What follows belongs to an exercise in optimizing a design on an open flow for small area; a production flow would make more cautious choices.
Function was checked by simulation only, so behaviour that the tests miss may differ from the original.
Power figures rest on the tool's default switching activity, not on a simulated workload.

==> flow/design.v <==
package screen_pkg;
	typedef logic [8-1:0] coord_x_t;
	typedef logic [7-1:0] coord_y_t;
	typedef logic [3-1:0] colour_t;
	typedef struct packed {
		coord_x_t x;
		coord_y_t y;
		colour_t colour;
	} pixel_t;
endpackage
package game_pkg;
	typedef logic [$clog2(5)-1:0] lane_t;
	typedef logic [$clog2(10)-1:0] slot_index_t;
	typedef enum logic [1:0] {
		heading_down,
		heading_left,
		heading_up,
		heading_right
	} heading_t;
	typedef struct packed {
		logic occupied;
		heading_t heading;
		logic [8-1:0] x;
		logic [7-1:0] y;
	} block_t;
	typedef enum logic [2:0] {
		state_idle,  
		state_armed,  
		state_capture,
		state_load,
		state_draw,
		state_hold,
		state_erase,
		state_step
	} game_state_t;
endpackage
module game_control (
	input logic clock,
	input logic reset,
	input logic go,
	input logic paint_done,
	output logic capture,
	output logic load,
	output logic step,
	output logic paint_start,
	output logic erase
);
	game_pkg::game_state_t state;
	game_pkg::game_state_t next_state;
	logic pass_busy;  
	logic [$clog2(64)-1:0] hold_count;
	logic hold_done;
	assign hold_done = (hold_count == 64 - 1);
	always_comb
	begin
		next_state = state;
		case (state)
			game_pkg::state_idle: if (go) next_state = game_pkg::state_armed;
			game_pkg::state_armed: if (!go) next_state = game_pkg::state_capture;
			game_pkg::state_capture: next_state = game_pkg::state_load;
			game_pkg::state_load: next_state = game_pkg::state_draw;
			game_pkg::state_draw: if (paint_done) next_state = game_pkg::state_hold;
			game_pkg::state_hold: if (hold_done) next_state = game_pkg::state_erase;
			game_pkg::state_erase: if (paint_done) next_state = game_pkg::state_step;
			game_pkg::state_step: next_state = game_pkg::state_capture;
			default: next_state = game_pkg::state_idle;
		endcase
	end
	always_ff @(posedge clock)
	begin
		if (!reset)
			state <= game_pkg::state_idle;
		else
			state <= next_state;
	end
	always_ff @(posedge clock)
	begin
		if (!reset || state != game_pkg::state_hold)
			hold_count <= '0;
		else
			hold_count <= hold_count + 1'b1;
	end
	always_ff @(posedge clock)
	begin
		if (!reset)
			pass_busy <= 1'b0;
		else if (paint_done)
			pass_busy <= 1'b0;
		else if (paint_start)
			pass_busy <= 1'b1;
	end
	assign capture = (state == game_pkg::state_capture);
	assign load = (state == game_pkg::state_load);
	assign step = (state == game_pkg::state_step);
	assign erase = (state == game_pkg::state_erase);
	assign paint_start = (state == game_pkg::state_draw || state == game_pkg::state_erase) && !pass_busy;
endmodule
module lane_generator (
	input logic clock,
	input logic reset,
	input logic capture,
	input game_pkg::heading_t heading,
	output game_pkg::block_t spawn_block
);
	game_pkg::lane_t count;  
	game_pkg::lane_t current;
	game_pkg::lane_t lane;
	always_comb
	begin
		if (count == current + 1)
			lane = (count == 5 - 1) ? game_pkg::lane_t'(0) : game_pkg::lane_t'(count + 1'b1);
		else if (count == current - 1)
			lane = (count == 0) ? game_pkg::lane_t'(5 - 1) : game_pkg::lane_t'(count - 1'b1);
		else
			lane = count;
	end
	always_ff @(posedge clock)
	begin
		if (!reset)
		begin
			count <= '0;
			current <= '1;  
		end
		else
		begin
			count <= (count == 5 - 1) ? '0 : count + 1'b1;
			if (capture)
				current <= count;
		end
	end
	always_ff @(posedge clock)
	begin
		if (capture)
		begin
			spawn_block.occupied <= 1'b1;
			spawn_block.heading <= heading;
			case (heading)
				game_pkg::heading_down: spawn_block.y <= screen_pkg::coord_y_t'(7);
				game_pkg::heading_up: spawn_block.y <= screen_pkg::coord_y_t'((7 + (5 - 1) * 21));
				default: spawn_block.y <= screen_pkg::coord_y_t'(7 + lane * 21);
			endcase
			case (heading)
				game_pkg::heading_left: spawn_block.x <= screen_pkg::coord_x_t'((27 + (5 - 1) * 21));
				game_pkg::heading_right: spawn_block.x <= screen_pkg::coord_x_t'(27);
				default: spawn_block.x <= screen_pkg::coord_x_t'(27 + lane * 21);
			endcase
		end
	end
endmodule
module block_slots (
	input logic clock,
	input logic reset,
	input logic load,
	input logic step,
	input game_pkg::block_t spawn_block,
	input game_pkg::slot_index_t slot_index,
	output game_pkg::block_t slot_block
);
	logic [10-1:0][17:0] slots;  
	game_pkg::slot_index_t wr_ptr;
	function automatic game_pkg::block_t clear_block(game_pkg::block_t blk);
		game_pkg::block_t cleared;
		cleared = blk;
		cleared.occupied = 1'b0;
		clear_block = cleared;
	endfunction
	function automatic game_pkg::block_t step_block(game_pkg::block_t blk);
		game_pkg::block_t moved;
		moved = blk;
		if (blk.occupied)
		begin
			case (blk.heading)
				game_pkg::heading_down:
					if (blk.y == (7 + (5 - 1) * 21))
						moved.occupied = 1'b0;
					else
						moved.y = blk.y + screen_pkg::coord_y_t'(21);
				game_pkg::heading_left:
					if (blk.x == 27)
						moved.occupied = 1'b0;
					else
						moved.x = blk.x - screen_pkg::coord_x_t'(21);
				game_pkg::heading_up:
					if (blk.y == 7)
						moved.occupied = 1'b0;
					else
						moved.y = blk.y - screen_pkg::coord_y_t'(21);
				default:
					if (blk.x == (27 + (5 - 1) * 21))
						moved.occupied = 1'b0;
					else
						moved.x = blk.x + screen_pkg::coord_x_t'(21);
			endcase
		end
		step_block = moved;
	endfunction
	always_ff @(posedge clock)
	begin
		if (!reset)
		begin
			wr_ptr <= '0;
			for (int i = 0; i < 10; i++)
				slots[i] <= clear_block(slots[i]);
		end
		else if (load)
		begin
			slots[wr_ptr] <= spawn_block;
			wr_ptr <= (wr_ptr == 10 - 1) ? '0 : wr_ptr + 1'b1;
		end
		else if (step)
		begin
			for (int i = 0; i < 10; i++)
				slots[i] <= step_block(slots[i]);
		end
	end
	always_comb
	begin
		if (slot_index < 10)
			slot_block = slots[slot_index];
		else
			slot_block = '0;
	end
endmodule
module square_painter (
	input logic clock,
	input logic reset,
	input logic paint_start,
	input logic erase,
	input game_pkg::block_t slot_block,
	output game_pkg::slot_index_t slot_index,
	output logic plot,
	output screen_pkg::pixel_t pixel,
	output logic paint_done
);
	typedef enum logic {paint_idle, paint_busy} paint_state_t;
	paint_state_t state;
	logic [$clog2(20)-1:0] col;
	logic [$clog2(20)-1:0] row;
	logic slot_done;
	assign slot_done = !slot_block.occupied
		|| (col == 20 - 1 && row == 20 - 1);
	always_ff @(posedge clock)
	begin
		if (!reset)
		begin
			state <= paint_idle;
			slot_index <= '0;
			col <= '0;
			row <= '0;
			paint_done <= 1'b0;
		end
		else
		begin
			paint_done <= 1'b0;
			if (state == paint_idle)
			begin
				if (paint_start)
				begin
					state <= paint_busy;
					slot_index <= '0;
					col <= '0;
					row <= '0;
				end
			end
			else if (slot_done)
			begin
				col <= '0;
				row <= '0;
				if (slot_index == 10 - 1)
				begin
					state <= paint_idle;
					paint_done <= 1'b1;
				end
				else
					slot_index <= slot_index + 1'b1;
			end
			else if (col == 20 - 1)
			begin
				col <= '0;
				row <= row + 1'b1;
			end
			else
				col <= col + 1'b1;
		end
	end
	assign plot = (state == paint_busy) && slot_block.occupied;
	always_comb
	begin
		pixel.x = slot_block.x + screen_pkg::coord_x_t'(col);
		pixel.y = slot_block.y + screen_pkg::coord_y_t'(row);
		pixel.colour = erase ? 3'd0 : 3'd4;
	end
endmodule
module block_game_top (
	input logic clock,
	input logic reset,
	input logic go,
	input logic [1:0] heading,
	output logic plot,
	output logic [17:0] pixel  
);
	logic capture;
	logic load;
	logic step;
	logic paint_start;
	logic paint_done;
	logic erase;
	game_pkg::block_t spawn_block;
	screen_pkg::pixel_t pixel_word;
	game_pkg::block_t slot_block;
	game_pkg::slot_index_t slot_index;
	game_control i_game_control (
		.clock(clock),
		.reset(reset),
		.go(go),
		.paint_done(paint_done),
		.capture(capture),
		.load(load),
		.step(step),
		.paint_start(paint_start),
		.erase(erase)
	);
	lane_generator i_lane_generator (
		.clock(clock),
		.reset(reset),
		.capture(capture),
		.heading(game_pkg::heading_t'(heading)),
		.spawn_block(spawn_block)
	);
	block_slots i_block_slots (
		.clock(clock),
		.reset(reset),
		.load(load),
		.step(step),
		.spawn_block(spawn_block),
		.slot_index(slot_index),
		.slot_block(slot_block)
	);
	square_painter i_square_painter (
		.clock(clock),
		.reset(reset),
		.paint_start(paint_start),
		.erase(erase),
		.slot_block(slot_block),
		.slot_index(slot_index),
		.plot(plot),
		.pixel(pixel_word),
		.paint_done(paint_done)
	);
	assign pixel = pixel_word;
endmodule
==> flow/run.sh <==
#!/bin/bash
# synth_recipe.tcl (not shown) runs the flow's synth.tcl, then flattens the netlist and writes it again
# the make line also repeats each setting of config.mk as NAME=value (left out here)
make -C /OpenROAD-flow-scripts/flow DESIGN_CONFIG=/design/flow/config.mk WORK_HOME=/design/flow/orfs CLKGATE_MAP_FILE= SYNTH_SCRIPT=/design/flow/synth_recipe.tcl finish
==> flow/config.mk <==
export PLATFORM = sky130hd
export DESIGN_NAME = block_game_top
export DESIGN_NICKNAME = block_game_top
export VERILOG_FILES = /design/flow/design.v
export SDC_FILE = /design/flow/constraint.sdc
export NUM_CORES = 4
export LEC_CHECK = 0
export CAP_MARGIN = 20
export CORE_MARGIN = 2
export CORE_UTILIZATION = 40
export SLEW_MARGIN = 20
==> flow/constraint.sdc <==
create_clock -name core_clock -period 10.0 [get_ports {clock}]
set_input_delay 2.0000 -clock core_clock [delete_from_list [all_inputs] [get_ports {clock}]]
set_output_delay 2.0000 -clock core_clock [all_outputs]
set_load 0.01 [all_outputs]
==> impl_metrics.toml <==
[synthesis]
synth.top_cells.by_count = "301 x a21oi_1, 204 x nand2_1, 187 x edfxtp_1"
yosysMostFrequentCell = "a21oi_1"
distinct_cell_type_count_of_the_synthesized_netlist = 92
ys_dominant_reg_cell = "edfxtp_1"
synth.avg_cell_area_sq_um = 8.72
async_reset_ff_share_pct = 0
syn-cell-area_sq_mm = 0.0223
synth.top_cell.area_share_pct = 25.2
synth_top_cell_by_area = "edfxtp_1"
yosys-top-cells-area = "edfxtp_1 25%, ha_1 8.0%, a21oi_1 6.8%"
syn_inst = 2559
synth_seq_cells = 233
synth_edf_count = 187
yosysSeqAreaShare_pct = 29.3
yosysWarnings = 4

[critical_path]
critical-path-top-delay-family = "buffers and inverters"
worst_setup_path_end_kind = "primary output"
worstSetupStartpoint = "i_square_painter.slot_index[0]"
cp.buffers_inverters = 3
worstSetupStartpointType = "register"
timing_worst_setup_path_type = "register to primary output"
r2r_slack_ns = 4.51
crit_path_cell_trace = "buf_4 -> mux4_2 -> a21oi_1 -> o22a_1 -> inv_1 -> ha_1 -> a21o_1 -> a21oi_1 -> nor2b_1 -> o21ai_0 -> nand2b_1 -> a41oi_1 -> clkdlybuf4s50_1"
regToRegStartpoint = "i_block_slots.wr_ptr[0]"
max_stage_delay_ns = 0.60
critical-path-top-cell-by-count = "a21oi_1"
data_arrival_time_of_the_worst_path_ns = 4.58
crit_path_top_delay_cell = "buf_4"
crit_fanout = 33
critPathRequiredTime_ns = 8.00

[layout]
post-route-cell-area_sq_mm = 0.0245
drive_gt1_share_pct = 8.68
nets = 2682
n_fill_cell = 5374
area.growth.synth_to_final_pct = 9.64
fin_util_pct = 44.4

[clocking]
worst_setup_hold_path_clk_slew_ns = 0.06
tritoncts_num_sinks = 233
holdBufCountCts = 0
cts.path.max_buffers = 3
htree_depth = 1
root_buffer_selected_by_cts = "clkbuf_16"
post_cts.repair.setup_buffers = 0
cts_made_buffers = 30
cts_repair_resize_count = 0
clock_tree_from_tritoncts = "done"
worstSkewPairLatency_ns = 0.60

[grt]
number_of_global_route_vias_before_repair = 20200
globalRouteOverflowTotal = 0
wire_length_of_the_first_global_routing_pass_mm = 139
grt_antenna_before_repair = 5
grt.total_usage_pct = 32.6
largest_net_degree_at_the_start_of_global_routing = 212

[sta]
layout_worst_path_cycle_share_pct = 65.8
final.setup.tns_ns = 0
finalMaxSlewViolations = 0
grt_setup_unrepaired = "no"
finalSetupViolCount = 0
tightest_slew_ns = 1.28
timing.hold.ws_ns = 0.437
max_freq_mhz = 152
clock-skew-final_ns = 0.0184
relSlewSlack_pct = 14.4
finalHoldViolations = 0
min_tclk_post_route_ns = 6.58

[outcome]
outcome = "no timing/DRC/antenna violations"

[die]
placementRows = 86
fp.dieArea_sq_mm = 0.0577
core_area_sq_mm = 0.0551
io_pins = 24
die-height_microns = 240
chipWidth_microns = 240
floorplan.initialDensity_pct = 40.5

[routing]
vias_per_cell = 6.74
drc = 0
detail_route.wl_per_cell_microns = 29.2
postRouteAntennaNets = 0
post_detailed_routing_wire_length_mm = 96.0
drt_iter0_markers = 2976
detail_route.first_pass.iterations = 8
dr_total_vias = 22200

[hold_path]
worstHoldStart = "i_square_painter.paint_done"
min_path_type = "register to register"

[placed_design]
place.gp.congestion = 1.03
place_area_sq_mm = 0.0234
detailed_place_hpwl_mm = 70.3
buffers_on_ports = 21

[run]
drv.max_cap_violation_count = 0

[pwr]
power_per_cell_area_mw_per_mm2 = 107
static_leakage_nw = 8.83
ir_drop_mv = 0.116
==> cell type report <==
cell class                      count  area (sq um)  share of cell area (%)
Multi-Input combinational cell   2012         14700                    60.0
Sequential cell                   233          6540                    26.7
Tap cell                          748           936                    3.83
Clock buffer                       39           888                    3.63
Timing Repair Buffer               75           621                    2.54
Inverter                          160           601                    2.45
Clock inverter                     17           179                   0.731
Antenna cell                        3          7.51                  0.0307
==> path summary, 6_finish.rpt <==
check / end / depth (start not counted)
worst max-delay path: pixel[17] / 13
worst min register to register: i_game_control.pass_busy / 1
worst min-delay path: i_game_control.pass_busy / 1
worst max register to register: i_block_slots.slots[151] / 13
==> where the power goes <==
part | internal, W | switching, W
clock network | 0.000705 | 0.000480
registers | 0.00106 | 0.0000233
logic | 0.000119 | 0.000225
total | 0.00188 | 0.000728
==> logic make-up (layout without fill, tap and decap cells) <==
| kind of cell | Yosys count | after routing | share of synthesized area, % |
|---|---|---|---|
| AO/OA/AOI/OAI | 885 | 885 | 26.2 |
| AND/OR/NAND/NOR | 705 | 705 | 15.9 |
| buffers and inverters | 315 | 291 | 5.52 |
| flip-flops | 233 | 233 | 29.3 |
| adder cells (fa/ha/maj) | 165 | 165 | 9.99 |
| XOR/XNOR | 156 | 156 | 6.19 |
| multiplexers | 99 | 99 | 6.93 |
| other | 1 | 5 | 0.0168 |
==> per-layer routing <==
layer,share of wire [%],up-vias,global-route usage (%)
li1,-,9632,-
met1,40,10900,44.5
met2,42,1378,47.8
met3,11,299,6.92
met4,6.6,2,18.6
met5,0.014,-,0
==> placed cells by master (no fill, tap or decap), types with 26 or more instances in the layout <==
master,instances
nand3_1,85
o22ai_1,32
nor2b_1,26
a221oi_1,79
xnor2_1,89
buf_4,52
dfxtp_1,43
o21ai_0,120
mux2i_1,42
o21bai_1,31
a21oi_1,299
a22oi_1,45
clkbuf_16,33
a211oi_1,39
nor3_1,39
inv_1,158
ha_1,143
mux4_2,43
nand2b_1,43
edfxtp_1,187
nand2_1,204
xor2_1,62
a21o_1,50
nor2_1,151
==> registers in the layout, summed over array words and instances, names as in the netlist <==
name                          cells
i_lane_generator.count            3
i_game_control.state              3
i_lane_generator.current          3
i_square_painter.row              5
i_block_slots.slots             180
i_square_painter.state            1
i_square_painter.paint_done       1
i_game_control.hold_count         6
i_game_control.pass_busy          1
i_lane_generator.spawn_block     17
i_square_painter.slot_index       4
i_block_slots.wr_ptr              4
i_square_painter.col              5
==> metrics by stage <==
stage / power, W / setup slack [ns] / std cells
final: 0.00261 / 3.42 / 3287
after global placement: 0.00143 / 4.06 / 3227
after detailed placement: 0.00143 / 4.02 / 3228
after CTS: 0.00262 / 3.38 / 3284
after global routing: 0.00269 / 3.12 / 3284
after floorplan: 0.00133 / 4.30 / 2560

separate check: timing with driven ports:
In the flow no input, the clock included, has a driving cell. The finished layout below was timed again as built, in two steps.
Step 1 (the two cells are an assumption about what drives the block):
set clk [get_ports {clock}]
set_driving_cell -lib_cell sky130_fd_sc_hd__clkbuf_16 $clk
set_driving_cell -lib_cell sky130_fd_sc_hd__buf_2 [delete_from_list [all_inputs] $clk]
Step 2 moves the port delays by t, midway between the first and last clock arrival at a register: inputs arrive t later, outputs are due t later. That takes back most of the time a late clock gives input paths.
a / b / c = ideal / step 1 / step 2; a / b = the first two.
shift t [ns]: 0.653
setup slack, ns: 3.416 / 3.352 / 4.005
hold WS [ns]: 0.437 / 0.437 / 0.437
worst register clock-pin slew, ns: 0.08 / 0.08
After both steps this run still meets setup and hold. For this run, drivers alone change the setup slack by -0.064 ns; drivers and shift together by +0.589 ns.
